Context: an optimization exercise on an open-source flow, tuned for small area and a short achievable clock period. The choices shown serve that exercise and are no tape-out recipe.
RTL that was checked went through simulation tests only; none was proved equivalent to the original.
The RTL of runs 2 and 5 was laid out without a check of its function.
No activity file was given, so power comes from the tool's default toggle rates.

`flow/design.v`:
```
module scalar_mem_bank #(
  parameter int                DATA_W   = 8,
  parameter int                ADDR_W   = 8,
  parameter int                DEPTH    = 256,
  parameter int                WAIT_CYC = 1,
  parameter logic [ADDR_W-1:0] RO_BASE  = '0,
  parameter logic [ADDR_W-1:0] RO_LIMIT = ADDR_W'(8'h2F)
) (
  input  logic              clk,
  input  logic              rst,
  input  logic [ADDR_W-1:0] addr,
  input  logic              rd,
  input  logic              wrt,
  input  logic [DATA_W-1:0] wdata,
  output logic [DATA_W-1:0] rdata,
  output logic              rdy,
  output logic              err,
  output logic              busy,
  input  logic              ld_en,
  input  logic [ADDR_W-1:0] ld_addr,
  input  logic [DATA_W-1:0] ld_data
);
  if (DATA_W != 8 || ADDR_W != 8 || DEPTH != 256 || WAIT_CYC != 1 ||
      RO_BASE != 8'h00 || RO_LIMIT != 8'h2F) begin : g_bad_param
    $error("scalar_mem_bank: only the default configuration is implemented");
  end
  logic        w_q;        
  logic        r_q;        
  logic        nrdn_q;     
  logic        pl_q;       
  logic        pw_q;       
  logic        perr_q;     
  logic [31:0] nh_q;       
  logic [15:0] hw_q;       
  logic [15:0] lo_q;       
  logic [15:0] nlo_q;      
  logic [31:0] nlr_q;      
  logic [7:0]  wd_q;
  logic [7:0]  rdata_q;
  logic        rdy_q, err_q, busy_q;
  logic [7:0]  mem_q [256];
  logic [7:0]  mem_d [256];
  logic        idle, strobe, req_rd, req_wr, clash, ld_acc;
  logic [3:0]  lo_sel;
  logic        wr_ok;
  logic [15:0] hwe, nhwe;
  logic [255:0] rl;
  logic [7:0]  rd_d;
  always_comb begin
    idle   = !(w_q || r_q);
    strobe = rd || wrt;
    req_rd = idle && rd && !wrt;
    req_wr = idle && wrt && !rd;
    clash  = idle && rd && wrt;
    ld_acc = idle && ld_en && !strobe;
    lo_sel = strobe ? addr[3:0] : ld_addr[3:0];
    wr_ok  = rst || pl_q;
    hwe    = hw_q & {16{wr_ok}};
    nhwe   = ~hwe;
  end
  always_ff @(posedge clk) begin
    w_q    <= rst && (req_rd || req_wr);
    r_q    <= rst && w_q;
    busy_q <= rst && (w_q || r_q);
    rdy_q  <= rst && r_q;
    nrdn_q <= !(rst && req_rd);
    pl_q   <= rst && ld_acc;
    pw_q   <= rst && req_wr && (addr <= 8'h2F);
    perr_q <= rst && pw_q;
    err_q  <= rst && (clash || (ld_en && !ld_acc) || perr_q);
    wd_q   <= strobe ? wdata : ld_data;
    for (int i = 0; i < 16; i++) begin
      lo_q[i]  <= (lo_sel == 4'(i));
      nlo_q[i] <= (lo_sel != 4'(i));
      nlr_q[i]    <= !(rst && req_rd && !addr[7] && (addr[3:0] == 4'(i)));
      nlr_q[16+i] <= !(rst && req_rd &&  addr[7] && (addr[3:0] == 4'(i)));
      nh_q[i]     <= !(!addr[3] && (addr[7:4] == 4'(i)));
      nh_q[16+i]  <= !( addr[3] && (addr[7:4] == 4'(i)));
      hw_q[i]  <= rst && ((req_wr && (addr[7:4] == 4'(i)) && i >= 3) ||
                          (ld_acc && (ld_addr[7:4] == 4'(i))));
    end
    rdata_q <= rd_d;
  end
  for (genvar w = 0; w < 256; w++) begin : g_word
    logic wl, hl;
    smb_lines u_lines (.nh(nh_q[16*((w/8)%2)+w/16]), .nhw(nhwe[w/16]), .hw(hwe[w/16]),
                       .lo(lo_q[w%16]), .nlo(nlo_q[w%16]), .nlr(nlr_q[16*(w/128)+w%16]), .rl(rl[w]), .wl(wl), .hl(hl));
    smb_cell8 u_cell (.q(mem_q[w]), .wd(wd_q), .load(wl), .hold(hl), .d(mem_d[w]));
    always_ff @(posedge clk) mem_q[w] <= mem_d[w];
  end
  logic nrst;
  assign nrst = !rst;
  for (genvar b = 0; b < 8; b++) begin : g_rd
    logic [31:0] l2;
    logic [15:0] l3;
    logic [3:0]  l4;
    logic [1:0]  l5;
    logic        nhold;
    for (genvar k = 0; k < 32; k++) begin : g_l2
      logic [7:0] q8;
      for (genvar j = 0; j < 8; j++) begin : g_q
        assign q8[j] = mem_q[8*k+j][b];
      end
      smb_rd8 u (.rl(rl[8*k+7:8*k]), .q(q8), .y(l2[k]));
    end
    for (genvar k = 0; k < 16; k++) begin : g_l3
      smb_nor2 u (.a(l2[2*k]), .b(l2[2*k+1]), .y(l3[k]));
    end
    for (genvar k = 0; k < 4; k++) begin : g_l4
      smb_nand4 u (.a(l3[4*k]), .b(l3[4*k+1]), .c(l3[4*k+2]), .d(l3[4*k+3]), .y(l4[k]));
    end
    smb_nor2  u_l5a (.a(l4[0]), .b(l4[1]), .y(l5[0]));
    smb_nor2  u_l5b (.a(l4[2]), .b(l4[3]), .y(l5[1]));
    smb_nand2 u_hold (.a(nrdn_q), .b(rdata_q[b]), .y(nhold));
    smb_a31oi u_l6 (.a1(l5[0]), .a2(l5[1]), .a3(nhold), .b1(nrst), .y(rd_d[b]));
  end
  assign rdata = rdata_q;
  assign rdy   = rdy_q;
  assign err   = err_q;
  assign busy  = busy_q;
endmodule
module smb_lines (
  input  logic nh, nhw, hw, lo, nlo, nlr,
  output logic rl, wl, hl
);
  assign rl = !(nh || nlr);
  assign wl = !(nhw || nlo);
  assign hl = !(hw && lo);
endmodule
module smb_cell8 (
  input  logic [7:0] q,
  input  logic [7:0] wd,
  input  logic       load,
  input  logic       hold,
  output logic [7:0] d
);
  assign d = (q & {8{hold}}) | (wd & {8{load}});
endmodule
module smb_rd8 (input logic [7:0] rl, input logic [7:0] q, output logic y);
  logic [3:0] z;
  assign z = ~((rl[7:4] & q[7:4]) | (rl[3:0] & q[3:0]));
  assign y = ~&z;
endmodule
module smb_nand4 (input logic a, b, c, d, output logic y);
  assign y = !(a && b && c && d);
endmodule
module smb_nand2 (input logic a, b, output logic y);
  assign y = !(a && b);
endmodule
module smb_nor2 (input logic a, b, output logic y);
  assign y = !(a || b);
endmodule
module smb_a31oi (input logic a1, a2, a3, b1, output logic y);
  assign y = !((a1 && a2 && a3) || b1);
endmodule
```
`flow/run.sh`:
```
#!/bin/bash
# synth_recipe.tcl (not shown) runs the flow's synth.tcl, then flattens the netlist and writes it again
# the make line also repeats each setting of config.mk as NAME=value (left out here)
make -C /OpenROAD-flow-scripts/flow DESIGN_CONFIG=/design/flow/config.mk WORK_HOME=/design/flow/orfs CLKGATE_MAP_FILE= SYNTH_SCRIPT=/design/flow/synth_recipe.tcl finish
```
`flow/config.mk`:
```
export PLATFORM = sky130hd
export DESIGN_NAME = scalar_mem_bank
export DESIGN_NICKNAME = scalar_mem_bank
export VERILOG_FILES = /design/flow/design.v
export SDC_FILE = /design/flow/constraint.sdc
export NUM_CORES = 4
export LEC_CHECK = 0
export CAP_MARGIN = 20
export CORE_MARGIN = 2
export CORE_UTILIZATION = 50
export CTS_CLUSTER_DIAMETER = 60
export CTS_CLUSTER_SIZE = 30
export SETUP_SLACK_MARGIN = 2.5
export SLEW_MARGIN = 20
export SYNTH_HIERARCHICAL = 1
```
`flow/constraint.sdc`:
```
create_clock -name core_clock -period 5.0 [get_ports {clk}]
set_input_delay 1.0000 -clock core_clock [delete_from_list [all_inputs] [get_ports {clk}]]
set_output_delay 1.0000 -clock core_clock [all_outputs]
set_load 0.01 [all_outputs]
```
==> results of run 1 <==
[path summary, 6_finish.rpt]
| kind | from | endpoint | depth (start not counted) |
|---|---|---|---|
| worst max-delay path | nlr_q[11] | rdata_q[7] | 7 |
| worst min-delay path | pw_q | perr_q | 1 |
| worst max register to register | nlr_q[11] | rdata_q[7] | 7 |
| worst min register to register | pw_q | perr_q | 1 |
[critical path, cell delays in order, from the launching register on]
cell and delay (ns):
dfxtp_4 0.56, nor2_1 0.22, a22oi_1 0.29, nand4_1 0.22
nor2_2 0.27, nand4_1 0.48, nor2_4 0.36, a31oi_1 0.11
[power breakdown]
part / leakage, nW / total (mW) / internal [mW] / switching (mW)
Clock: 2.48 / 13.1 / 6.12 / 6.99
Sequential: 17.6 / 17.8 / 17.6 / 0.266
Combinational: 10.5 / 1.14 / 0.276 / 0.864
Total: 30.6 / 32.1 / 23.9 / 8.12
[modules after synthesis (local to each module, per instance)]
module	times used	flip-flops and latches	cell area, um2
smb_cell8	256	0	92.6
scalar_mem_bank	1	2185	45300
smb_nand2	8	0	3.75
smb_lines	256	0	11.3
smb_a31oi	8	0	6.26
smb_rd8	256	0	36.3
smb_nor2	144	0	3.75
smb_nand4	32	0	6.26
[sequential cells by signal (all words and copies together), names as in the netlist, 8 cells and up]
name and count:
nlo_q 16, lo_q 16, hw_q 16, nlr_q 32, nh_q 32, rdata_q 8, wd_q 8, mem_q 2048
[area by class of cell]
type                            count  area [um2]
Clock inverter                     97        1210
Fill cell                       14400       76700
Clock buffer                      163        3880
Multi-Input combinational cell   4531       32600
Inverter                           20         105
Sequential cell                  2185       44000
Antenna cell                        7        17.5
Timing Repair Buffer              167        1640
Tap cell                         2175        2720
[stage by stage]
stage                     setup WS, ns  power (mW)  std cells
after floorplan                   2.50        18.6       7270
after global placement           0.885        19.3       9060
after detailed placement         0.844        19.3       9060
after CTS                         2.44        32.1       9331
after global routing              2.50        32.8       9338
final                             2.35        32.1       9345
[what timing repair did]
action | CTS | global route
setup buffers | 11 | 7
endpoints found under the hold margin | 0 | 0
setup endpoints to repair | 2098 | 75
pin swaps | 26 | 16
gates resized for setup | 161 | 33
[cell families after synthesis]
group	count (synthesis)	synth area share, %
xor+xnor	1	0.0107
simple gates	1419	7.78
buf+inv	554	7.25
mux	4	0.0519
compound gates	3107	31.6
flops	2185	53.4
[metal layers]
metal | share of wire, % | global-route usage [%]
met1 | 43 | 47.7
met4 | 4.8 | 14.7
met2 | 42 | 47.4
met3 | 11 | 8.55
met5 | 0.044 | 0
[cells in the final DEF (no fill, tap or decap), drive strengths merged, types with 4 or more instances in the layout]
cell	instances
a21o	4
a21oi	4
a22o	2048
a22oi	1024
a31oi	8
and2	5
buf	120
clkbuf	163
clkdlybuf4s15	8
clkdlybuf4s50	34
clkinv	45
clkinvlp	10
dfxtp	2185
diode	7
dlygate4sd2	4
inv	60
nand2	362
nand2b	7
nand3	12
nand4	300
nor2	682
nor2b	7
nor3	6
nor4	8
o22ai	6
o32ai	7
or2	9
or3	7
==> results.json, run 1 <==
{
  "avgRoutedWirePerCell_um": 31.2,
  "status": "timing/DRC/antenna clean",
  "overflow": 0,
  "die_w_um": 409,
  "io_buffers": 47,
  "layout-drive-gt1-share_pct": 8.04,
  "ctsHoldBuffers": 0,
  "ir_drop_mv": 0.371,
  "design_area_um2": 86100,
  "period_needed_ns": 2.65,
  "cts.clk_slew.worst_paths_ns": 0.10,
  "setup_viol": 0,
  "cts_buffers": 141,
  "async_flop_share_pct": 0,
  "rows": 148,
  "synth_top_area_share_pct": 53.4,
  "endpoint_kind": "register",
  "maxCapViolations": 0,
  "min_path_type": "register to register",
  "post-dp-hpwl_um": 186000,
  "vias_per_cell": 6.88,
  "grt_pass1_vias": 59600,
  "drc": 0,
  "critPathLaunchType": "register",
  "ys_types": 44,
  "area_growth_pct": 5.04,
  "drt-total-wl_um": 292000,
  "initial_core_util_pct": 50.4,
  "synth_seq_cells": 2185,
  "rrSetupSlack_ns": 2.35,
  "drt_iter0_drc": 8618,
  "coreArea_um2": 163000,
  "cts_tree": "built",
  "htree_levels": 4,
  "antenna_found_initial": 19,
  "yosys-top-cells-count": "2185 x dfxtp_1, 2048 x a22o_1, 1024 x a22oi_1",
  "synth.avg_cell_area_um2": 11.3,
  "p_leak_nw": 30.6,
  "yosysWarnings": 10,
  "rsz0062_at_grt": "no",
  "drv_slew": 0,
  "hold_slack_ns": 0.479,
  "cts_root_buf": "clkbuf_16",
  "setup_tns_ns": 0,
  "max-slew-margin-rel_pct": 20.2,
  "fmax_mhz": 378,
  "clock_latency_ns": 0.82,
  "crit_fanout": 8,
  "nNetsFinal": 7083,
  "die_h_um": 409,
  "gp_congestion": 0.968,
  "arrival_ns": 3.33,
  "pin_count": 48,
  "period_share_pct": 53.0,
  "vias": 64300,
  "cts.sinks": 2185,
  "synthTopCellsByArea": "dfxtp_1 53%, a22o_1 22%, a22oi_1 9.4%, buf_6 7.0%, nor2_1 3.1%",
  "tightest_slew_ns": 1.20,
  "dieArea_um2": 167000,
  "ys_seq_area_share_pct": 53.4,
  "grt_pass1_wl_um": 421000,
  "hold_viol_final": 0,
  "syn-num-nets": 7307,
  "synth_flop_cell": "dfxtp_1",
  "yosysTopAreaCell": "dfxtp_1",
  "grt_start_max_net_pins": 149,
  "clock_path_buffers": 3,
  "path_class": "register to register",
  "yosysMostFrequentCell": "dfxtp_1",
  "netlist_instances": 7270,
  "dr.pass1.iters": 6,
  "place_area_um2": 80400,
  "cp.required_ns": 5.68,
  "utilization_pct": 52.9,
  "p_per_area_nw_per_um2": 372,
  "synth_edf_count": 0,
  "syn_area_um2": 82000,
  "grt_usage_pct": 33.5,
  "finalClockSkew_ns": 0.0376,
  "drtAntennaViolNets": 0
}
==> run 2, diff against run 1 <==
--- a/flow/design.v
+++ b/flow/design.v
@@ -26,61 +26,96 @@
   end
   logic        w_q;        
   logic        r_q;        
+  logic        idle_q;     
   logic        nrdn_q;     
   logic        pl_q;       
   logic        pw_q;       
   logic        perr_q;     
   logic [31:0] nh_q;       
+  logic [31:0] nlr_q;      
   logic [15:0] hw_q;       
   logic [15:0] lo_q;       
   logic [15:0] nlo_q;      
-  logic [31:0] nlr_q;      
   logic [7:0]  wd_q;
   logic [7:0]  rdata_q;
   logic        rdy_q, err_q, busy_q;
   logic [7:0]  mem_q [256];
   logic [7:0]  mem_d [256];
-  logic        idle, strobe, req_rd, req_wr, clash, ld_acc;
-  logic [3:0]  lo_sel;
   logic        wr_ok;
   logic [15:0] hwe, nhwe;
   logic [255:0] rl;
   logic [7:0]  rd_d;
-  always_comb begin
-    idle   = !(w_q || r_q);
-    strobe = rd || wrt;
-    req_rd = idle && rd && !wrt;
-    req_wr = idle && wrt && !rd;
-    clash  = idle && rd && wrt;
-    ld_acc = idle && ld_en && !strobe;
-    lo_sel = strobe ? addr[3:0] : ld_addr[3:0];
-    wr_ok  = rst || pl_q;
-    hwe    = hw_q & {16{wr_ok}};
-    nhwe   = ~hwe;
+  logic        strobe, nstrobe, acc, rd1, wr1, ld1, rdq, wrq, ldq, wq;
+  logic [1:0]  rdq_y;
+  logic [3:0]  p10, p32, q76, h76, h54, s10, s32;
+  logic [7:0]  q543;
+  logic [3:0]  lo_sel, hi_sel;
+  logic [15:0] nlr_d0, nlr_d1, nh_d0, nh_d1, lo_d, nlo_d, hw_d;
+  assign strobe  = rd || wrt;
+  assign nstrobe = !strobe;
+  smb_and2 u_acc (.a(rst), .b(idle_q), .y(acc));
+  assign rd1 = rd && !wrt;
+  assign wr1 = wrt && !rd;
+  assign ld1 = ld_en && nstrobe;
+  smb_and2 u_rdq (.a(acc), .b(rd1), .y(rdq));
+  smb_and2 u_wrq (.a(acc), .b(wr1), .y(wrq));
+  smb_and2 u_ldq (.a(acc), .b(ld1), .y(ldq));
+  smb_and3 u_ry0 (.a(acc), .b(rd1), .c(!addr[7]), .y(rdq_y[0]));
+  smb_and3 u_ry1 (.a(acc), .b(rd1), .c(addr[7]), .y(rdq_y[1]));
+  assign wq = acc && !rd && (wrt || ld_en);
+  assign lo_sel = strobe ? addr[3:0] : ld_addr[3:0];
+  assign hi_sel = strobe ? addr[7:4] : ld_addr[7:4];
+  for (genvar j = 0; j < 4; j++) begin : g_pre
+    smb_dec2 #(.SEL(j)) u_p10 (.a(addr[1:0]), .y(p10[j]));
+    smb_dec2 #(.SEL(j)) u_p32 (.a(addr[3:2]), .y(p32[j]));
+    smb_dec2 #(.SEL(j)) u_q76 (.a(addr[7:6]), .y(q76[j]));
+    smb_dec2 #(.SEL(j)) u_s10 (.a(lo_sel[1:0]), .y(s10[j]));
+    smb_dec2 #(.SEL(j)) u_s32 (.a(lo_sel[3:2]), .y(s32[j]));
+    smb_dec2 #(.SEL(j)) u_h76 (.a(hi_sel[3:2]), .y(h76[j]));
+    smb_dec2 #(.SEL(j)) u_h54 (.a(hi_sel[1:0]), .y(h54[j]));
+  end
+  for (genvar j = 0; j < 8; j++) begin : g_q543
+    smb_dec3 #(.SEL(j)) u (.a(addr[5:3]), .y(q543[j]));
+  end
+  for (genvar i = 0; i < 16; i++) begin : g_dec
+    smb_nand3 u_nlr0 (.a(rdq_y[0]), .b(p10[i%4]), .c(p32[i/4]), .y(nlr_d0[i]));
+    smb_nand3 u_nlr1 (.a(rdq_y[1]), .b(p10[i%4]), .c(p32[i/4]), .y(nlr_d1[i]));
+    smb_nand2 u_nh0  (.a(q76[i/4]), .b(q543[2*(i%4)]),   .y(nh_d0[i]));
+    smb_nand2 u_nh1  (.a(q76[i/4]), .b(q543[2*(i%4)+1]), .y(nh_d1[i]));
+    smb_and2  u_lo   (.a(s10[i%4]), .b(s32[i/4]), .y(lo_d[i]));
+    smb_nand2 u_nlo  (.a(s10[i%4]), .b(s32[i/4]), .y(nlo_d[i]));
+    if (i >= 3) begin : g_hw
+      smb_and3 u_hw (.a(wq), .b(h76[i/4]), .c(h54[i%4]), .y(hw_d[i]));
+    end else begin : g_hwp
+      smb_and4 u_hw (.a(wq), .b(h76[i/4]), .c(h54[i%4]), .d(nstrobe), .y(hw_d[i]));
+    end
   end
   always_ff @(posedge clk) begin
-    w_q    <= rst && (req_rd || req_wr);
+    w_q    <= rdq || wrq;
     r_q    <= rst && w_q;
-    busy_q <= rst && (w_q || r_q);
+    idle_q <= !(rst && (w_q || (idle_q && (rd ^ wrt))));
+    busy_q <= rst && !idle_q;
     rdy_q  <= rst && r_q;
-    nrdn_q <= !(rst && req_rd);
-    pl_q   <= rst && ld_acc;
-    pw_q   <= rst && req_wr && (addr <= 8'h2F);
+    nrdn_q <= !rdq;
+    pl_q   <= ldq;
+    pw_q   <= wrq && q76[0] && !(addr[5] && addr[4]);    
     perr_q <= rst && pw_q;
-    err_q  <= rst && (clash || (ld_en && !ld_acc) || perr_q);
+    err_q  <= rst && ((idle_q && rd && wrt) || (ld_en && !(idle_q && nstrobe)) || perr_q);
     wd_q   <= strobe ? wdata : ld_data;
     for (int i = 0; i < 16; i++) begin
-      lo_q[i]  <= (lo_sel == 4'(i));
-      nlo_q[i] <= (lo_sel != 4'(i));
-      nlr_q[i]    <= !(rst && req_rd && !addr[7] && (addr[3:0] == 4'(i)));
-      nlr_q[16+i] <= !(rst && req_rd &&  addr[7] && (addr[3:0] == 4'(i)));
-      nh_q[i]     <= !(!addr[3] && (addr[7:4] == 4'(i)));
-      nh_q[16+i]  <= !( addr[3] && (addr[7:4] == 4'(i)));
-      hw_q[i]  <= rst && ((req_wr && (addr[7:4] == 4'(i)) && i >= 3) ||
-                          (ld_acc && (ld_addr[7:4] == 4'(i))));
+      nlr_q[i]    <= nlr_d0[i];
+      nlr_q[16+i] <= nlr_d1[i];
+      nh_q[i]     <= nh_d0[i];
+      nh_q[16+i]  <= nh_d1[i];
+      lo_q[i]     <= lo_d[i];
+      nlo_q[i]    <= nlo_d[i];
+      hw_q[i]     <= hw_d[i];
     end
     rdata_q <= rd_d;
   end
+  assign wr_ok = rst || pl_q;
+  assign hwe   = hw_q & {16{wr_ok}};
+  assign nhwe  = ~hwe;
   for (genvar w = 0; w < 256; w++) begin : g_word
     logic wl, hl;
     smb_lines u_lines (.nh(nh_q[16*((w/8)%2)+w/16]), .nhw(nhwe[w/16]), .hw(hwe[w/16]),
@@ -141,6 +176,24 @@
   assign z = ~((rl[7:4] & q[7:4]) | (rl[3:0] & q[3:0]));
   assign y = ~&z;
 endmodule
+module smb_and2 (input logic a, b, output logic y);
+  assign y = a && b;
+endmodule
+module smb_and3 (input logic a, b, c, output logic y);
+  assign y = a && b && c;
+endmodule
+module smb_and4 (input logic a, b, c, d, output logic y);
+  assign y = a && b && c && d;
+endmodule
+module smb_nand3 (input logic a, b, c, output logic y);
+  assign y = !(a && b && c);
+endmodule
+module smb_dec2 #(parameter int SEL = 0) (input logic [1:0] a, output logic y);
+  assign y = (a == 2'(SEL));
+endmodule
+module smb_dec3 #(parameter int SEL = 0) (input logic [2:0] a, output logic y);
+  assign y = (a == 3'(SEL));
+endmodule
 module smb_nand4 (input logic a, b, c, d, output logic y);
   assign y = !(a && b && c && d);
 endmodule
==> results.json, run 2 <==
{
  "status": "timing/DRC/antenna clean",
  "rows": 148,
  "clock_path_buffers": 3,
  "dr.pass1.iters": 8,
  "synth_top_family_by_area": "compound AO/OA/AOI/OAI gates",
  "drc": 0,
  "antenna_found_initial": 17,
  "htree_levels": 4,
  "tightest_slew_ns": 1.22,
  "grt_start_max_net_pins": 137,
  "critPathMaxStageDelay_ns": 0.43,
  "clock_latency_ns": 0.83,
  "ctsHoldBuffers": 0,
  "yosysMostFrequentCell": "dfxtp_1",
  "largest_registers": "mem_q: 2048 flops, nh_q: 32 flops, nlr_q: 32 flops",
  "utilization_pct": 53.3,
  "drt_iter0_drc": 9761,
  "synth.avg_cell_area_um2": 11.4,
  "min_path_type": "register to register",
  "synth_seq_cells": 2186,
  "yosys-top-cells-count": "2186 x dfxtp_1, 2048 x a22o_1, 1024 x a22oi_1",
  "syn-num-nets": 7257,
  "drv_slew": 0,
  "most-common-layout-cells": "2096 x dfxtp_1, 2048 x a22o_1, 1004 x a22oi_1",
  "synth_edf_count": 0,
  "synth-xor-area-share_pct": 0,
  "area_growth_pct": 5.79,
  "yosysWarnings": 10,
  "ys_seq_area_share_pct": 53.4,
  "min_from": "r_q",
  "grt_pass1_vias": 59600,
  "design_area_um2": 86700,
  "crit_family": "simple AND/OR/NAND/NOR gates",
  "layout_commonest_cell": "dfxtp_1",
  "cts_root_buf": "clkbuf_16",
  "largest_reg_flops": 2048,
  "drtAntennaViolNets": 0,
  "rrSetupSlack_ns": 2.31,
  "gp_congestion": 0.974,
  "synth_compound_area_share_pct": 31.4,
  "grt_pass1_wl_um": 421000,
  "netlist_instances": 7217,
  "cp_slowest_cell": "dfxtp_2",
  "die_h_um": 409,
  "place_area_um2": 80200,
  "cp_num_buf_inv": 1,
  "post-dp-hpwl_um": 180000,
  "vias_per_cell": 6.94,
  "crit_chain": "buf_8, nor2_1, a22oi_1, nand4_1, nor2_1, nand4_1, nor2_4, a31oi_1",
  "synth_flop_cell": "dfxtp_1",
  "nNetsFinal": 7053,
  "max-slew-margin-rel_pct": 18.9,
  "r2r_end": "rdata_q[5]",
  "synth_simple_gate_area_share_pct": 7.85,
  "period_share_pct": 53.8,
  "avgRoutedWirePerCell_um": 31.7,
  "async_flop_share_pct": 0,
  "layout-drive-gt1-share_pct": 9.13,
  "io_buffers": 47,
  "cts.sinks": 2186,
  "muxShareOfSynthArea_pct": 0.233,
  "holdPathStages": 1,
  "syn_area_um2": 82000,
  "setup_tns_ns": 0,
  "initial_core_util_pct": 50.4,
  "die_w_um": 409,
  "vias": 64800,
  "cts_tree": "built",
  "hold_viol_final": 0,
  "crit_fanout": 8,
  "endpoint_kind": "register",
  "yosysTopAreaCell": "dfxtp_1",
  "synthTopCellsByArea": "dfxtp_1 53%, a22o_1 22%, a22oi_1 9.4%, buf_6 7.1%, nor2_1 3.0%",
  "top_register": "mem_q",
  "cts_buffers": 142,
  "overflow": 0,
  "maxCapViolations": 0,
  "ys_types": 31,
  "period_needed_ns": 2.69,
  "dieArea_um2": 167000,
  "min_delay_worst_endpoint": "rdy_q",
  "p_per_area_nw_per_um2": 375,
  "arrival_ns": 3.38,
  "finalClockSkew_ns": 0.0334,
  "critPathLaunchType": "register",
  "reg2reg_depth": 8,
  "reg2reg_from": "nlr_q[12]",
  "synthAdderAreaFrac_pct": 0.0458,
  "pin_count": 48,
  "ir_drop_mv": 0.365,
  "coreArea_um2": 163000,
  "synth_top_area_share_pct": 53.4,
  "fmax_mhz": 372,
  "drt-total-wl_um": 296000,
  "cp.required_ns": 5.68,
  "p_leak_nw": 31.0,
  "path_class": "register to register",
  "cts.clk_slew.worst_paths_ns": 0.10,
  "grt_usage_pct": 33.8,
  "setup_viol": 0,
  "rsz0062_at_grt": "yes"
}
-- run 2: cell count changes after synthesis, moves of 14 or more --
| cell | previous run | this run |
|---|---|---|
| nand2_1 | 362 | 331 |
| and2_1 | 5 | 33 |
| nand3_1 | 12 | 32 |
| nor2_1 | 680 | 664 |
| and3_1 | 1 | 16 |
| and2_4 | 0 | 14 |
| inv_1 | 19 | 5 |
| nor2b_4 | 0 | 14 |
-- run 2: kinds of logic (layout without fill, tap and decap cells) --
kind of cell    Yosys count  in the layout
compound gates         3087           3087
flops                  2186           2186
simple gates           1404           1405
buf+inv                 522            436
mux                      15             15
fa+ha+maj                 3              3
other cells               0             21
-- run 2: worst register-to-register path, cell delays in order (launching register included) --
cell and delay, ns:
dfxtp_2 0.43, buf_8 0.23, nor2_1 0.19, a22oi_1 0.34, nand4_1 0.24, nor2_1 0.25
nand4_1 0.42, nor2_4 0.32, a31oi_1 0.12
-- run 2: power by group --
group | switching (mW) | internal, mW | leakage [nW] | total [mW]
registers | 0.312 | 17.6 | 17.6 | 17.9
clock network | 7.01 | 6.41 | 2.53 | 13.4
logic | 0.896 | 0.325 | 10.9 | 1.22
-- run 2: worst max path at each step --
stage | startpoint | endpoint | slack, ns | cells after the start
6_report | nlr_q[12] | rdata_q[5] | 2.31 | 8
5_1_grt | nlr_q[30] | rdata_q[5] | 2.45 | 8
4_1_cts | nlr_q[26] | rdata_q[5] | 2.34 | 7
3_5_place_dp | rst | mem_q[220][5] | 1.16 | 5
3_3_place_gp | rst | mem_q[220][3] | 1.14 | 5
2_1_floorplan | rd | hw_q[10] | 2.61 | 7
-- run 2: through the flow --
stage	total power, mW	hold slack [ns]	std cells	setup slack [ns]
after floorplan	18.7	0.412	7217	2.61
after global placement	19.4	0.433	9001	1.14
after detailed placement	19.5	0.427	9001	1.16
after CTS	32.6	0.445	9278	2.34
after global routing	33.4	0.451	9315	2.45
final	32.6	0.446	9328	2.31
-- run 2: routing by layer --
layer  wire, um  track usage, %  vias to the layer above
met5        490           0.833                        -
met4      11400            12.9                       27
li1           -               -                    28000
met3      38700            11.7                      650
met2     118000            45.9                     3939
met1     127000            48.5                    32100
-- run 2: modules after synthesis, one instance, submodules excluded, a selection --
module	cells inside	copies in the design	flip-flops and latches
smb_nor2	1	144	0
smb_and3	1	15	0
smb_and2	1	20	0
smb_nand2	1	56	0
smb_and4	1	3	0
scalar_mem_bank	2263	1	2186
smb_nand4	1	32	0
smb_lines	3	256	0
smb_nand3	1	32	0
-- run 2: timing repair --
item | CTS | global route
gates cloned | 1 | 0
endpoints found under the setup margin | 1944 | 65
pin swaps | 27 | 46
setup buffers | 13 | 29
resized for setup | 183 | 96
-- run 2: layout make-up --
| type | instances | area [um2] |
|---|---|---|
| Antenna cell | 21 | 52.6 |
| Clock buffer | 162 | 3870 |
| Clock inverter | 101 | 1340 |
| Fill cell | 14100 | 76000 |
| Inverter | 5 | 18.8 |
| Multi-Input combinational cell | 4510 | 32900 |
| Sequential cell | 2186 | 44000 |
| Tap cell | 2175 | 2720 |
| Timing Repair Buffer | 168 | 1890 |
==> run 3, diff against run 2 <==
--- a/flow/design.v
+++ b/flow/design.v
@@ -32,7 +32,7 @@
   logic        pw_q;       
   logic        perr_q;     
   logic [31:0] nh_q;       
-  logic [31:0] nlr_q;      
+  logic [63:0] nlr_q;      
   logic [15:0] hw_q;       
   logic [15:0] lo_q;       
   logic [15:0] nlo_q;      
@@ -46,11 +46,12 @@
   logic [255:0] rl;
   logic [7:0]  rd_d;
   logic        strobe, nstrobe, acc, rd1, wr1, ld1, rdq, wrq, ldq, wq;
-  logic [1:0]  rdq_y;
+  logic [3:0]  rdq_y;
   logic [3:0]  p10, p32, q76, h76, h54, s10, s32;
   logic [7:0]  q543;
   logic [3:0]  lo_sel, hi_sel;
-  logic [15:0] nlr_d0, nlr_d1, nh_d0, nh_d1, lo_d, nlo_d, hw_d;
+  logic [63:0] nlr_d;
+  logic [15:0] nh_d0, nh_d1, lo_d, nlo_d, hw_d;
   assign strobe  = rd || wrt;
   assign nstrobe = !strobe;
   smb_and2 u_acc (.a(rst), .b(idle_q), .y(acc));
@@ -60,8 +61,6 @@
   smb_and2 u_rdq (.a(acc), .b(rd1), .y(rdq));
   smb_and2 u_wrq (.a(acc), .b(wr1), .y(wrq));
   smb_and2 u_ldq (.a(acc), .b(ld1), .y(ldq));
-  smb_and3 u_ry0 (.a(acc), .b(rd1), .c(!addr[7]), .y(rdq_y[0]));
-  smb_and3 u_ry1 (.a(acc), .b(rd1), .c(addr[7]), .y(rdq_y[1]));
   assign wq = acc && !rd && (wrt || ld_en);
   assign lo_sel = strobe ? addr[3:0] : ld_addr[3:0];
   assign hi_sel = strobe ? addr[7:4] : ld_addr[7:4];
@@ -73,13 +72,15 @@
     smb_dec2 #(.SEL(j)) u_s32 (.a(lo_sel[3:2]), .y(s32[j]));
     smb_dec2 #(.SEL(j)) u_h76 (.a(hi_sel[3:2]), .y(h76[j]));
     smb_dec2 #(.SEL(j)) u_h54 (.a(hi_sel[1:0]), .y(h54[j]));
+    smb_and3 u_ry (.a(acc), .b(rd1), .c(q76[j]), .y(rdq_y[j]));
   end
   for (genvar j = 0; j < 8; j++) begin : g_q543
     smb_dec3 #(.SEL(j)) u (.a(addr[5:3]), .y(q543[j]));
   end
   for (genvar i = 0; i < 16; i++) begin : g_dec
-    smb_nand3 u_nlr0 (.a(rdq_y[0]), .b(p10[i%4]), .c(p32[i/4]), .y(nlr_d0[i]));
-    smb_nand3 u_nlr1 (.a(rdq_y[1]), .b(p10[i%4]), .c(p32[i/4]), .y(nlr_d1[i]));
+    for (genvar y = 0; y < 4; y++) begin : g_nlr
+      smb_nand3 u_nlr (.a(rdq_y[y]), .b(p10[i%4]), .c(p32[i/4]), .y(nlr_d[16*y+i]));
+    end
     smb_nand2 u_nh0  (.a(q76[i/4]), .b(q543[2*(i%4)]),   .y(nh_d0[i]));
     smb_nand2 u_nh1  (.a(q76[i/4]), .b(q543[2*(i%4)+1]), .y(nh_d1[i]));
     smb_and2  u_lo   (.a(s10[i%4]), .b(s32[i/4]), .y(lo_d[i]));
@@ -103,14 +104,13 @@
     err_q  <= rst && ((idle_q && rd && wrt) || (ld_en && !(idle_q && nstrobe)) || perr_q);
     wd_q   <= strobe ? wdata : ld_data;
     for (int i = 0; i < 16; i++) begin
-      nlr_q[i]    <= nlr_d0[i];
-      nlr_q[16+i] <= nlr_d1[i];
       nh_q[i]     <= nh_d0[i];
       nh_q[16+i]  <= nh_d1[i];
       lo_q[i]     <= lo_d[i];
       nlo_q[i]    <= nlo_d[i];
       hw_q[i]     <= hw_d[i];
     end
+    nlr_q   <= nlr_d;
     rdata_q <= rd_d;
   end
   assign wr_ok = rst || pl_q;
@@ -119,7 +119,7 @@
   for (genvar w = 0; w < 256; w++) begin : g_word
     logic wl, hl;
     smb_lines u_lines (.nh(nh_q[16*((w/8)%2)+w/16]), .nhw(nhwe[w/16]), .hw(hwe[w/16]),
-                       .lo(lo_q[w%16]), .nlo(nlo_q[w%16]), .nlr(nlr_q[16*(w/128)+w%16]), .rl(rl[w]), .wl(wl), .hl(hl));
+                       .lo(lo_q[w%16]), .nlo(nlo_q[w%16]), .nlr(nlr_q[16*(w/64)+w%16]), .rl(rl[w]), .wl(wl), .hl(hl));
     smb_cell8 u_cell (.q(mem_q[w]), .wd(wd_q), .load(wl), .hold(hl), .d(mem_d[w]));
     always_ff @(posedge clk) mem_q[w] <= mem_d[w];
   end
==> flow/flow/run.sh (new file) <==
#!/bin/bash
set -euo pipefail
export CTS_ARGS="-sink_clustering_enable -repair_clock_nets -sink_clustering_size 30 -sink_clustering_max_diameter 60 -dont_use_dummy_load"
bash standard.sh > standard_make.log 2>&1
==> flow/standard.sh (new file) <==
#!/bin/bash
# synth_recipe.tcl (not shown) runs the flow's synth.tcl, then flattens the netlist and writes it again
# the make line also repeats each setting of config.mk as NAME=value (left out here)
make -C /OpenROAD-flow-scripts/flow DESIGN_CONFIG=/design/flow/config.mk WORK_HOME=/design/flow/orfs CLKGATE_MAP_FILE= SYNTH_SCRIPT=/design/flow/synth_recipe.tcl "${@:-finish}"
--- a/flow/config.mk
+++ b/flow/config.mk
@@ -10,6 +10,6 @@
 export CORE_UTILIZATION = 50
 export CTS_CLUSTER_DIAMETER = 60
 export CTS_CLUSTER_SIZE = 30
-export SETUP_SLACK_MARGIN = 2.5
+export SETUP_SLACK_MARGIN = 2.7
 export SLEW_MARGIN = 20
 export SYNTH_HIERARCHICAL = 1
removed: flow/run.sh
==> results.json, run 3 <==
{
  "r2r_end": "rdata_q[7]",
  "synth_top_area_share_pct": 53.6,
  "fmax_mhz": 414,
  "tightest_slew_ns": 1.11,
  "finalClockSkew_ns": 0.0647,
  "drtAntennaViolNets": 0,
  "most-common-layout-cells": "2096 x dfxtp_1, 2048 x a22o_1, 972 x a22oi_1",
  "status": "timing/DRC/antenna clean",
  "hold_viol_final": 0,
  "drc": 0,
  "p_leak_nw": 30.5,
  "min_from": "mem_q[15][2]",
  "nNetsFinal": 7099,
  "gp_congestion": 0.934,
  "maxCapViolations": 0,
  "overflow": 0,
  "ctsHoldBuffers": 0,
  "critPathLaunchType": "register",
  "endpoint_kind": "register",
  "ys_seq_area_share_pct": 53.6,
  "top_register": "mem_q",
  "cts.clk_slew.worst_paths_ns": 0.09,
  "grt_usage_pct": 33.5,
  "clock_path_buffers": 3,
  "path_class": "register to register",
  "die_w_um": 411,
  "netlist_instances": 7281,
  "period_needed_ns": 2.42,
  "drv_slew": 0,
  "die_h_um": 411,
  "rrSetupSlack_ns": 2.58,
  "synth.avg_cell_area_um2": 11.4,
  "setup_tns_ns": 0,
  "rsz0062_at_grt": "yes",
  "crit_chain": "nor2_1, a22oi_1, nand4_1, nor2_2, nand4_1, nor2_4, a31oi_1",
  "endpoint": "rdata_q[7]",
  "yosysMostFrequentCell": "dfxtp_1",
  "grt_start_max_net_pins": 135,
  "cts_buffers": 144,
  "p_per_area_nw_per_um2": 351,
  "cts.sinks": 2218,
  "hold_slack_ns": 0.483,
  "synthTopCellsByArea": "dfxtp_1 54%, a22o_1 22%, a22oi_1 9.3%, buf_6 7.0%, nor2_1 3.0%",
  "syn_area_um2": 82800,
  "dr.pass1.iters": 7,
  "clock_latency_ns": 0.83,
  "period_share_pct": 48.3,
  "critPathLaunch": "nlr_q[19]",
  "antenna_found_initial": 10,
  "async_flop_share_pct": 0,
  "dieArea_um2": 169000,
  "cp_common_cell": "nand4_1",
  "arrival_ns": 3.09,
  "cp_slowest_cell": "dfxtp_4",
  "area_growth_pct": 4.78,
  "critPathMaxStageDelay_ns": 0.45,
  "yosysTopAreaCell": "dfxtp_1",
  "cts_root_buf": "clkbuf_16",
  "vias_per_cell": 6.97,
  "yosysWarnings": 10,
  "coreArea_um2": 165000,
  "reg2reg_depth": 7,
  "drt_iter0_drc": 8158,
  "min_path_type": "register to register",
  "rows": 149,
  "avgRoutedWirePerCell_um": 32.0,
  "setup_viol": 0,
  "cts_tree": "built",
  "reg2reg_from": "nlr_q[19]",
  "ys_types": 30,
  "pin_count": 48,
  "largest_reg_flops": 2048,
  "synth_edf_count": 0,
  "grt_pass1_vias": 59700,
  "io_buffers": 47,
  "drt-total-wl_um": 297000,
  "ir_drop_mv": 0.373,
  "utilization_pct": 52.7,
  "synth_flop_cell": "dfxtp_1",
  "largest_registers": "mem_q: 2048 flops, nlr_q: 64 flops, nh_q: 32 flops",
  "max-slew-margin-rel_pct": 26.0,
  "crit_fanout": 8,
  "initial_core_util_pct": 50.3,
  "yosys-top-cells-count": "2218 x dfxtp_1, 2048 x a22o_1, 1024 x a22oi_1",
  "layout-drive-gt1-share_pct": 12.2,
  "layout_commonest_cell": "dfxtp_1",
  "grt_pass1_wl_um": 422000,
  "syn-num-nets": 7321,
  "holdPathStages": 1,
  "post-dp-hpwl_um": 183000,
  "synth_seq_cells": 2218,
  "vias": 64600,
  "cp.required_ns": 5.67,
  "htree_levels": 4
}
-- run 3: changes by cell type after synthesis, sizes merged --
cell   delta
inv       -1
o21ai     -1
mux2      +1
nand3    +32
and3      +2
nand2     -1
dfxtp    +32
-- run 3: layout make-up --
| type | count | area, um2 |
|---|---|---|
| Tap cell | 2189 | 2740 |
| Antenna cell | 13 | 32.5 |
| Timing Repair Buffer | 139 | 1500 |
| Sequential cell | 2218 | 44700 |
| Fill cell | 14500 | 78000 |
| Multi-Input combinational cell | 4552 | 34200 |
| Inverter | 4 | 15.0 |
| Clock buffer | 144 | 3600 |
-- run 3: worst max-delay path, delay by kind of cell, from the launching register on --
kind	cells	cell delay, ns
AOI/OAI and AO/OA	2	0.38
DFF	1	0.45
and+or+nand+nor	5	1.45
-- run 3: kinds of logic after synthesis --
group	synth area share [%]
fa+ha+maj	0.0453
compound gates	31.1
buf+inv	7.05
flops	53.6
mux	0.254
simple gates	7.97
-- run 3: modules after synthesis (local to each module, per instance), excerpt --
module           area [um2]  cells inside  flops+latches
smb_nand3              5.00             1              0
smb_and2               6.26             1              0
smb_and4               8.76             1              0
scalar_mem_bank       45000          2293           2218
smb_and3               6.26             1              0
smb_nor2               3.75             1              0
smb_cell8              92.6            10              0
smb_nand2              3.75             1              0
-- run 3: timing repair --
item / in CTS / in global routing
pin swaps: 42 / 75
gates resized for setup: 450 / 242
cloned: 6 / 6
buffers inserted: 11 / 8
setup endpoints to repair: 1793 / 1863
-- run 3: layer usage --
| layer | wire length [um] | track usage [%] | up-vias |
|---|---|---|---|
| li1 | - | - | 28100 |
| met1 | 128000 | 48.0 | 32200 |
| met2 | 124000 | 47.5 | 3603 |
| met3 | 31400 | 8.12 | 649 |
| met4 | 13600 | 15.1 | 2 |
| met5 | 10 | 0 | - |
-- run 3: metrics by stage --
stage                     setup slack, ns  total power, mW  std cells  area [um2]
final                                2.58             30.4       9259       86800
after global routing                 2.63             31.2       9246       86700
after detailed placement             1.33             19.7       9070       81000
after floorplan                      2.71             19.0       7281       82800
after global placement               1.39             19.7       9070       81000
after CTS                            2.49             30.4       9231       85800
-- run 3: worst min path at each step --
stage / to / slack (ns)
detailed placement: rdy_q / 0.45
global route: mem_q[196][2] / 0.49
global placement: mem_q[92][0] / 0.47
CTS: mem_q[221][0] / 0.49
floorplan: perr_q / 0.41
finish: mem_q[15][2] / 0.48
-- run 3: report_power, final --
| part | internal [mW] | total, mW | leakage (nW) | switching (mW) |
|---|---|---|---|---|
| registers | 17.9 | 18.1 | 17.9 | 0.282 |
| clock network | 5.10 | 11.0 | 1.77 | 5.88 |
| logic | 0.342 | 1.30 | 10.9 | 0.958 |
==> run 4, diff against run 3 <==
==> flow/flow/run.sh (replaced) <==
#!/bin/bash
set -euo pipefail
export BUFFER_PORTS_ARGS="-buffer_cell sky130_fd_sc_hd__buf_4"
export CTS_ARGS="-sink_clustering_enable -repair_clock_nets -sink_clustering_size 30 -sink_clustering_max_diameter 60 -dont_use_dummy_load"
bash standard.sh > standard_make.log 2>&1
==> results.json, run 4 <==
{
  "synth_edf_count": 0,
  "period_needed_ns": 2.45,
  "yosysTopAreaCell": "dfxtp_1",
  "cts_tree": "built",
  "maxCapViolations": 0,
  "design_area_um2": 85700,
  "rows": 149,
  "largest_reg_flops": 2048,
  "crit_chain": "nor2_2, a22oi_2, nand4_1, nor2_4, nand4_1, nor2_4, a31oi_1",
  "ys_types": 30,
  "largest_registers": "mem_q: 2048 flops, nlr_q: 64 flops, nh_q: 32 flops",
  "hold_viol_final": 0,
  "status": "timing/DRC/antenna clean",
  "vias_per_cell": 6.98,
  "setup_viol": 0,
  "gp_congestion": 0.943,
  "ir_drop_mv": 0.373,
  "dp.cells": 9063,
  "synth.avg_cell_area_um2": 11.4,
  "htree_levels": 4,
  "period_share_pct": 49.0,
  "yosys-top-cells-count": "2218 x dfxtp_1, 2048 x a22o_1, 1024 x a22oi_1",
  "async_flop_share_pct": 0,
  "layout_commonest_cell": "dfxtp_1",
  "cp.required_ns": 5.69,
  "drc": 0,
  "clock_latency_ns": 0.82,
  "antenna_found_initial": 22,
  "grt_pass1_wl_um": 421000,
  "syn_area_um2": 82800,
  "min_path_type": "input port to register",
  "syn-num-nets": 7321,
  "path_class": "register to register",
  "layout-drive-gt1-share_pct": 9.50,
  "clock_path_buffers": 3,
  "critPathMaxStageDelay_ns": 0.48,
  "grt_pass1_vias": 59700,
  "crit_family": "simple AND/OR/NAND/NOR gates",
  "critPathLaunchType": "register",
  "final-instance-count-excl-fill": 9225,
  "drv_slew": 0,
  "yosysWarnings": 10,
  "yosysMostFrequentCell": "dfxtp_1",
  "grt_usage_pct": 33.4,
  "p_per_area_nw_per_um2": 353,
  "p_leak_nw": 30.3,
  "avgRoutedWirePerCell_um": 31.9,
  "cts.clk_slew.worst_paths_ns": 0.11,
  "setup_tns_ns": 0,
  "initial_core_util_pct": 50.3,
  "endpoint_kind": "register",
  "dr.pass1.iters": 6,
  "tightest_slew_ns": 1.30,
  "synth_seq_cells": 2218,
  "die_w_um": 411,
  "coreArea_um2": 165000,
  "cp_slowest_cell": "nand4_1",
  "io_buffers": 47,
  "crit_fanout": 8,
  "overflow": 0,
  "synth_top_area_share_pct": 53.6,
  "utilization_pct": 52.0,
  "nNetsFinal": 7072,
  "arrival_ns": 3.15,
  "post-dp-hpwl_um": 181000,
  "vias": 64400,
  "synth_flop_cell": "dfxtp_1",
  "fmax_mhz": 408,
  "grt_start_max_net_pins": 132,
  "cts_buffers": 141,
  "max-slew-margin-rel_pct": 13.1,
  "finalClockSkew_ns": 0.0631,
  "cts.sinks": 2218,
  "synthTopCellsByArea": "dfxtp_1 54%, a22o_1 22%, a22oi_1 9.3%, buf_6 7.0%, nor2_1 3.0%",
  "ys_seq_area_share_pct": 53.6,
  "die_h_um": 411,
  "top_register": "mem_q",
  "ctsHoldBuffers": 0,
  "pin_count": 48,
  "cp_num_buf_inv": 0,
  "drt_iter0_drc": 8369,
  "area_growth_pct": 3.48,
  "most-common-layout-cells": "2095 x dfxtp_1, 2048 x a22o_1, 951 x a22oi_1",
  "rsz0062_at_grt": "yes",
  "dieArea_um2": 169000,
  "finalPower_mw": 30.2,
  "netlist_instances": 7281,
  "cts_root_buf": "clkbuf_16",
  "drtAntennaViolNets": 0,
  "place_area_um2": 80800,
  "drt-total-wl_um": 294000
}
[run 4: final timing paths]
check | slack [ns] | start | endpoint | depth (start not counted)
max | 2.55 | nlr_q[26] | rdata_q[2] | 7
min | 0.42 | wdata[3] | wd_q[3] | 2
max reg2reg | 2.55 | nlr_q[26] | rdata_q[2] | 7
min reg2reg | 0.45 | r_q | rdy_q | 1
[run 4: per-module statistics from Yosys, one instance, submodules excluded, excerpt]
| module | cell area (um2) | copies in the design | cells inside |
|---|---|---|---|
| scalar_mem_bank | 45000 | 1 | 2293 |
| smb_cell8 | 92.6 | 256 | 10 |
| smb_rd8 | 36.3 | 256 | 5 |
| smb_lines | 11.3 | 256 | 3 |
| smb_and4 | 8.76 | 3 | 1 |
| smb_a31oi | 6.26 | 8 | 1 |
| smb_and2 | 6.26 | 20 | 1 |
| smb_and3 | 6.26 | 17 | 1 |
| smb_nand4 | 6.26 | 32 | 1 |
| smb_nand3 | 5.00 | 64 | 1 |
| smb_nand2 | 3.75 | 56 | 1 |
| smb_nor2 | 3.75 | 144 | 1 |
[run 4: logic make-up after synthesis]
| kind of cell | Yosys count | synth area share, % |
|---|---|---|
| simple gates | 1437 | 7.97 |
| compound gates | 3086 | 31.1 |
| buf+inv | 521 | 7.05 |
| mux | 16 | 0.254 |
| fa+ha+maj | 3 | 0.0453 |
| flops | 2218 | 53.6 |
[run 4: metrics by stage]
step,hold slack [ns],worst slack [ns]
2_1_floorplan,0.412,2.71
5_1_grt,0.406,2.61
4_1_cts,0.385,2.46
3_3_place_gp,0.433,1.66
6_report,0.425,2.55
3_5_place_dp,0.446,1.61
[run 4: metal layers]
metal | global-route usage [%] | up-vias | wire length [um]
li1 | - | 28000 | -
met1 | 47.3 | 32000 | 124000
met2 | 47.4 | 3706 | 121000
met3 | 8.52 | 731 | 33600
met4 | 15.0 | 20 | 14700
met5 | 0.622 | - | 120
[run 4: where the power goes]
group	switching, mW	leakage, nW	total [mW]	internal, mW
logic	0.938	10.6	1.26	0.323
clock network	5.83	1.74	10.8	5.00
registers	0.282	17.9	18.1	17.9
total	7.05	30.3	30.2	23.2
[run 4: repair_timing]
action	in CTS	in global routing
gates resized for setup	168	222
gates cloned	0	1
pin swaps	33	82
setup endpoints to repair	2077	1920
setup buffers	0	14
[run 4: worst register-to-register path: stages (launching register included)]
cell	delay [ns]
dfxtp_4	0.47
nor2_2	0.14
a22oi_2	0.26
nand4_1	0.30
nor2_4	0.25
nand4_1	0.48
nor2_4	0.34
a31oi_1	0.12
[run 4: area by class of cell]
type | count | area, um2
Antenna cell | 6 | 15.0
Clock buffer | 141 | 3530
Fill cell | 14800 | 79100
Inverter | 4 | 15.0
Multi-Input combinational cell | 4543 | 33500
Sequential cell | 2218 | 44700
Tap cell | 2189 | 2740
Timing Repair Buffer | 124 | 1220
==> run 5, diff against run 4 <==
--- a/flow/design.v
+++ b/flow/design.v
@@ -28,12 +28,12 @@
   logic        r_q;        
   logic        idle_q;     
   logic        nrdn_q;     
-  logic        pl_q;       
   logic        pw_q;       
   logic        perr_q;     
   logic [31:0] nh_q;       
   logic [63:0] nlr_q;      
-  logic [15:0] hw_q;       
+  logic [15:0] hwp_q;      
+  logic [15:3] hww_q;      
   logic [15:0] lo_q;       
   logic [15:0] nlo_q;      
   logic [7:0]  wd_q;
@@ -41,17 +41,17 @@
   logic        rdy_q, err_q, busy_q;
   logic [7:0]  mem_q [256];
   logic [7:0]  mem_d [256];
-  logic        wr_ok;
   logic [15:0] hwe, nhwe;
   logic [255:0] rl;
   logic [7:0]  rd_d;
-  logic        strobe, nstrobe, acc, rd1, wr1, ld1, rdq, wrq, ldq, wq;
+  logic        strobe, nstrobe, acc, rd1, wr1, ld1, rdq, wrq, ldq;
   logic [3:0]  rdq_y;
   logic [3:0]  p10, p32, q76, h76, h54, s10, s32;
   logic [7:0]  q543;
   logic [3:0]  lo_sel, hi_sel;
   logic [63:0] nlr_d;
-  logic [15:0] nh_d0, nh_d1, lo_d, nlo_d, hw_d;
+  logic [15:0] nh_d0, nh_d1, lo_d, nlo_d, hwp_d;
+  logic [15:3] hww_d;
   assign strobe  = rd || wrt;
   assign nstrobe = !strobe;
   smb_and2 u_acc (.a(rst), .b(idle_q), .y(acc));
@@ -61,7 +61,6 @@
   smb_and2 u_rdq (.a(acc), .b(rd1), .y(rdq));
   smb_and2 u_wrq (.a(acc), .b(wr1), .y(wrq));
   smb_and2 u_ldq (.a(acc), .b(ld1), .y(ldq));
-  assign wq = acc && !rd && (wrt || ld_en);
   assign lo_sel = strobe ? addr[3:0] : ld_addr[3:0];
   assign hi_sel = strobe ? addr[7:4] : ld_addr[7:4];
   for (genvar j = 0; j < 4; j++) begin : g_pre
@@ -85,10 +84,9 @@
     smb_nand2 u_nh1  (.a(q76[i/4]), .b(q543[2*(i%4)+1]), .y(nh_d1[i]));
     smb_and2  u_lo   (.a(s10[i%4]), .b(s32[i/4]), .y(lo_d[i]));
     smb_nand2 u_nlo  (.a(s10[i%4]), .b(s32[i/4]), .y(nlo_d[i]));
-    if (i >= 3) begin : g_hw
-      smb_and3 u_hw (.a(wq), .b(h76[i/4]), .c(h54[i%4]), .y(hw_d[i]));
-    end else begin : g_hwp
-      smb_and4 u_hw (.a(wq), .b(h76[i/4]), .c(h54[i%4]), .d(nstrobe), .y(hw_d[i]));
+    smb_and3 u_hwp (.a(ldq), .b(h76[i/4]), .c(h54[i%4]), .y(hwp_d[i]));
+    if (i >= 3) begin : g_hww
+      smb_and3 u_hww (.a(wrq), .b(h76[i/4]), .c(h54[i%4]), .y(hww_d[i]));
     end
   end
   always_ff @(posedge clk) begin
@@ -98,7 +96,6 @@
     busy_q <= rst && !idle_q;
     rdy_q  <= rst && r_q;
     nrdn_q <= !rdq;
-    pl_q   <= ldq;
     pw_q   <= wrq && q76[0] && !(addr[5] && addr[4]);    
     perr_q <= rst && pw_q;
     err_q  <= rst && ((idle_q && rd && wrt) || (ld_en && !(idle_q && nstrobe)) || perr_q);
@@ -108,14 +105,21 @@
       nh_q[16+i]  <= nh_d1[i];
       lo_q[i]     <= lo_d[i];
       nlo_q[i]    <= nlo_d[i];
-      hw_q[i]     <= hw_d[i];
+      hwp_q[i]    <= hwp_d[i];
     end
     nlr_q   <= nlr_d;
+    hww_q   <= hww_d;
     rdata_q <= rd_d;
   end
-  assign wr_ok = rst || pl_q;
-  assign hwe   = hw_q & {16{wr_ok}};
-  assign nhwe  = ~hwe;
+  for (genvar g = 0; g < 16; g++) begin : g_hwe
+    if (g >= 3) begin : g_rw
+      smb_a21o  u_hwe  (.a1(hww_q[g]), .a2(rst), .b1(hwp_q[g]), .x(hwe[g]));
+      smb_a21oi u_nhwe (.a1(hww_q[g]), .a2(rst), .b1(hwp_q[g]), .y(nhwe[g]));
+    end else begin : g_ro
+      assign hwe[g]  = hwp_q[g];
+      assign nhwe[g] = !hwp_q[g];
+    end
+  end
   for (genvar w = 0; w < 256; w++) begin : g_word
     logic wl, hl;
     smb_lines u_lines (.nh(nh_q[16*((w/8)%2)+w/16]), .nhw(nhwe[w/16]), .hw(hwe[w/16]),
@@ -182,8 +186,11 @@
 module smb_and3 (input logic a, b, c, output logic y);
   assign y = a && b && c;
 endmodule
-module smb_and4 (input logic a, b, c, d, output logic y);
-  assign y = a && b && c && d;
+module smb_a21o (input logic a1, a2, b1, output logic x);
+  assign x = (a1 && a2) || b1;
+endmodule
+module smb_a21oi (input logic a1, a2, b1, output logic y);
+  assign y = !((a1 && a2) || b1);
 endmodule
 module smb_nand3 (input logic a, b, c, output logic y);
   assign y = !(a && b && c);
--- a/flow/config.mk
+++ b/flow/config.mk
@@ -10,6 +10,7 @@
 export CORE_UTILIZATION = 50
 export CTS_CLUSTER_DIAMETER = 60
 export CTS_CLUSTER_SIZE = 30
-export SETUP_SLACK_MARGIN = 2.7
+export PLACE_DENSITY = 0.7
+export SETUP_SLACK_MARGIN = 2.9
 export SLEW_MARGIN = 20
 export SYNTH_HIERARCHICAL = 1
==> results.json, run 5 <==
{
  "status": "timing/DRC/antenna clean",
  "vias": 64500,
  "critPathLaunchType": "register",
  "cp_num_buf_inv": 0,
  "synth_seq_cells": 2230,
  "clock_latency_ns": 0.83,
  "cts_buffers": 131,
  "dieArea_um2": 170000,
  "drtAntennaViolNets": 0,
  "setup_viol": 0,
  "yosysMostFrequentCell": "dfxtp_1",
  "ys_seq_area_share_pct": 53.7,
  "rows": 149,
  "synth_edf_count": 0,
  "syn-num-nets": 7338,
  "period_share_pct": 49.7,
  "grt_start_max_net_pins": 132,
  "p_leak_nw": 30.2,
  "async_flop_share_pct": 0,
  "setup_tns_ns": 0,
  "largest_registers": "mem_q: 2048 flops, nlr_q: 64 flops, nh_q: 32 flops",
  "pwr-share-seq_pct": 61.3,
  "grt_pass1_wl_um": 404000,
  "drt-total-wl_um": 280000,
  "synth.avg_cell_area_um2": 11.4,
  "cts.clk_slew.worst_paths_ns": 0.10,
  "yosysTopAreaCell": "dfxtp_1",
  "clock_path_buffers": 3,
  "most-common-layout-cells": "2099 x dfxtp_1, 2048 x a22o_1, 924 x a22oi_1",
  "die_w_um": 412,
  "tightest_slew_ns": 1.28,
  "crit_fanout": 8,
  "place_area_um2": 81200,
  "netlist_instances": 7298,
  "period_needed_ns": 2.48,
  "design_area_um2": 85700,
  "syn_area_um2": 83100,
  "finalClockSkew_ns": 0.0906,
  "fmax_mhz": 402,
  "drv_slew": 0,
  "largest_reg_flops": 2048,
  "io_buffers": 47,
  "die_h_um": 412,
  "post-dp-hpwl_um": 176000,
  "initial_core_util_pct": 50.4,
  "endpoint_kind": "register",
  "switching_share_pct": 23.2,
  "cp.required_ns": 5.69,
  "clkPwrFrac_pct": 34.5,
  "crit_chain": "nor2_2, a22oi_1, nand4_1, nor2_1, nand4_1, nor2_4, a31oi_1",
  "fin_ws_ns": 2.52,
  "pre_cts_slack_ns": 1.86,
  "htree_levels": 4,
  "pwr-share-comb_pct": 4.2,
  "synth_top_area_share_pct": 53.7,
  "p_per_area_nw_per_um2": 350,
  "synthTopCellsByArea": "dfxtp_1 54%, a22o_1 22%, a22oi_1 9.2%, buf_6 7.0%, nor2_1 3.0%",
  "yosysWarnings": 10,
  "dr.pass1.iters": 7,
  "drt_iter0_drc": 8589,
  "cts_tree": "built",
  "max-slew-margin-rel_pct": 15.0,
  "gp_congestion": 1.02,
  "ctsHoldBuffers": 0,
  "nNetsFinal": 7057,
  "p_sw_mw": 6.94,
  "ys_types": 26,
  "rsz0062_at_grt": "yes",
  "cp_slowest_cell": "nand4_1",
  "power.internal_mw": 23.1,
  "cts.sinks": 2230,
  "top_register": "mem_q",
  "ir_drop_mv": 0.282,
  "layout_commonest_cell": "dfxtp_1",
  "layout-drive-gt1-share_pct": 9.37,
  "grt_usage_pct": 31.5,
  "area_growth_pct": 3.10,
  "crit_family": "simple AND/OR/NAND/NOR gates",
  "nFillCells": 14400,
  "path_class": "register to register",
  "hold_viol_final": 0,
  "cts_root_buf": "clkbuf_16",
  "yosys-top-cells-count": "2230 x dfxtp_1, 2048 x a22o_1, 1024 x a22oi_1",
  "grt_pass1_vias": 60700,
  "min_path_type": "input port to register",
  "utilization_pct": 51.9,
  "drc": 0,
  "cp_common_cell": "nand4_1",
  "vias_per_cell": 7.01,
  "arrival_ns": 3.18,
  "critPathMaxStageDelay_ns": 0.49,
  "pin_count": 48,
  "avgRoutedWirePerCell_um": 30.4,
  "antenna_found_initial": 10,
  "overflow": 0,
  "maxCapViolations": 0,
  "synth_flop_cell": "dfxtp_1",
  "coreArea_um2": 165000
}
[run 5: cell types whose count changed after synthesis, moves of 2 or more]
| cell | before | now |
|---|---|---|
| inv_1 | 4 | 7 |
| nand2_1 | 330 | 314 |
| and2_1 | 33 | 30 |
| a21o_1 | 1 | 14 |
| and4_1 | 3 | 0 |
| a21oi_2 | 1 | 14 |
| and3_1 | 18 | 34 |
| buf_6 | 515 | 513 |
| dfxtp_1 | 2218 | 2230 |
| and2_4 | 14 | 0 |
[run 5: per-module statistics from Yosys (local to each module, per instance), a selection]
module	copies in the design	area, um2	cells
smb_a31oi	8	6.26	1
smb_a21oi	13	8.76	1
smb_and2	20	6.26	1
smb_nand4	32	6.26	1
smb_rd8	256	36.3	5
smb_lines	256	11.3	3
smb_cell8	256	92.6	10
smb_nand3	64	5.00	1
smb_nand2	56	3.75	1
smb_and3	33	6.26	1
scalar_mem_bank	1	45000	2271
[run 5: power groups by stage]
stage / Combinational [mW] / Clock [mW] / Sequential (mW)
floorplan: 0.386 / 0 / 18.8
detailed placement: 1.19 / 0 / 18.8
CTS: 1.20 / 10.4 / 18.4
finish: 1.25 / 10.4 / 18.4
global route: 1.26 / 11.0 / 18.4
global placement: 1.17 / 0 / 18.8
[run 5: area by class of cell]
class                      count  area [um2]  area share [%]
inverter                       7        46.3          0.0540
timing repair buffer         100         996            1.16
antenna                        5        12.5          0.0146
clock buffer                 131        3280            3.83
sequential                  2230       44900            52.4
multi-input combinational   4547       33700            39.3
tap                         2189        2740            3.20
[run 5: stage by stage]
step           hold slack [ns]  std cells  power (mW)
6_report                 0.448       9209        30.0
5_1_grt                  0.428       9204        30.7
4_1_cts                  0.406       9204        30.0
3_5_place_dp             0.427       9072        20.0
3_3_place_gp             0.422       9072        20.0
2_1_floorplan            0.406       7298        19.2
[run 5: repair_timing]
action	4_1_cts	5_1_grt
cloned	0	0
gates resized for setup	325	80
setup endpoints to repair	1368	421
pin swaps	94	51
setup buffers	1	0
[run 5: cells by family (layout without fill, tap and decap cells)]
| group | Yosys count | in the layout | share of synthesized area, % |
|---|---|---|---|
| buffers and inverters | 521 | 238 | 7.01 |
| DFF | 2230 | 2230 | 53.7 |
| AOI/OAI and AO/OA | 3111 | 3111 | 31.2 |
| adders and majority gates | 3 | 3 | 0.0452 |
| muxes | 16 | 16 | 0.253 |
| and+or+nand+nor | 1417 | 1417 | 7.79 |
| other | 0 | 5 | 0 |
[run 5: final timing paths]
check	start	end	slack (ns)	cells past startpoint
setup reg to reg	nh_q[6]	rdata_q[1]	2.52	7
hold / removal	ld_data[6]	wd_q[6]	0.45	2
setup / recovery	nh_q[6]	rdata_q[1]	2.52	7
hold reg to reg	r_q	rdy_q	0.47	1
[run 5: worst register-to-register path: cells and delay by family (launching register included)]
| family | cells | cell delay, ns |
|---|---|---|
| compound gates | 2 | 0.38 |
| flops | 1 | 0.48 |
| simple gates | 5 | 1.53 |
[run 5: layer usage]
metal | up-vias | wire length (um) | GRT usage, %
li1 | 28000 | - | -
met1 | 31700 | 111000 | 42.1
met2 | 4032 | 118000 | 46.0
met3 | 845 | 32100 | 8.04
met4 | 14 | 17900 | 18.2
met5 | - | 107 | 0

## afterwards: timing with drivers on the ports
No port has a modelled driver above. Below, the same layouts with a new extraction and two added sets of constraints. Step 1, drivers: a clkbuf_16 drives clk and a buf_2 each remaining input, both assumed. Step 2 times the ports against the registers' clock, not the clock port: input delays grow and output delays shrink by t, the midpoint of the rising clock arrivals with the driver on. Slacks: no drivers / after step 1 / after step 2; pairs: no drivers / after step 1.
| run | shift t [ns] | setup slack, ns | slew at the worst register clock pin (ns) | worst data-port slew with drivers (ns) |
|---|---|---|---|---|
| run 1 | 0.893 | 2.352 / 2.352 / 1.615 | 0.11 / 0.11 | 0.23 |
| run 2 | 0.911 | 2.308 / 2.308 / 1.399 | 0.10 / 0.10 | 0.30 |
| run 3 | 0.883 | 2.585 / 2.585 / 1.856 | 0.11 / 0.11 | 0.11 |
| run 4 | 0.877 | 2.549 / 2.549 / 1.757 | 0.11 / 0.11 | 0.19 |
| run 5 | 0.865 | 2.515 / 2.515 / 2.121 | 0.11 / 0.11 | 0.15 |
After both steps every run listed still meets setup and hold. The setup slack of run 2, which loses most, moves by 0.000 ns with the drivers and by -0.909 ns with both steps.
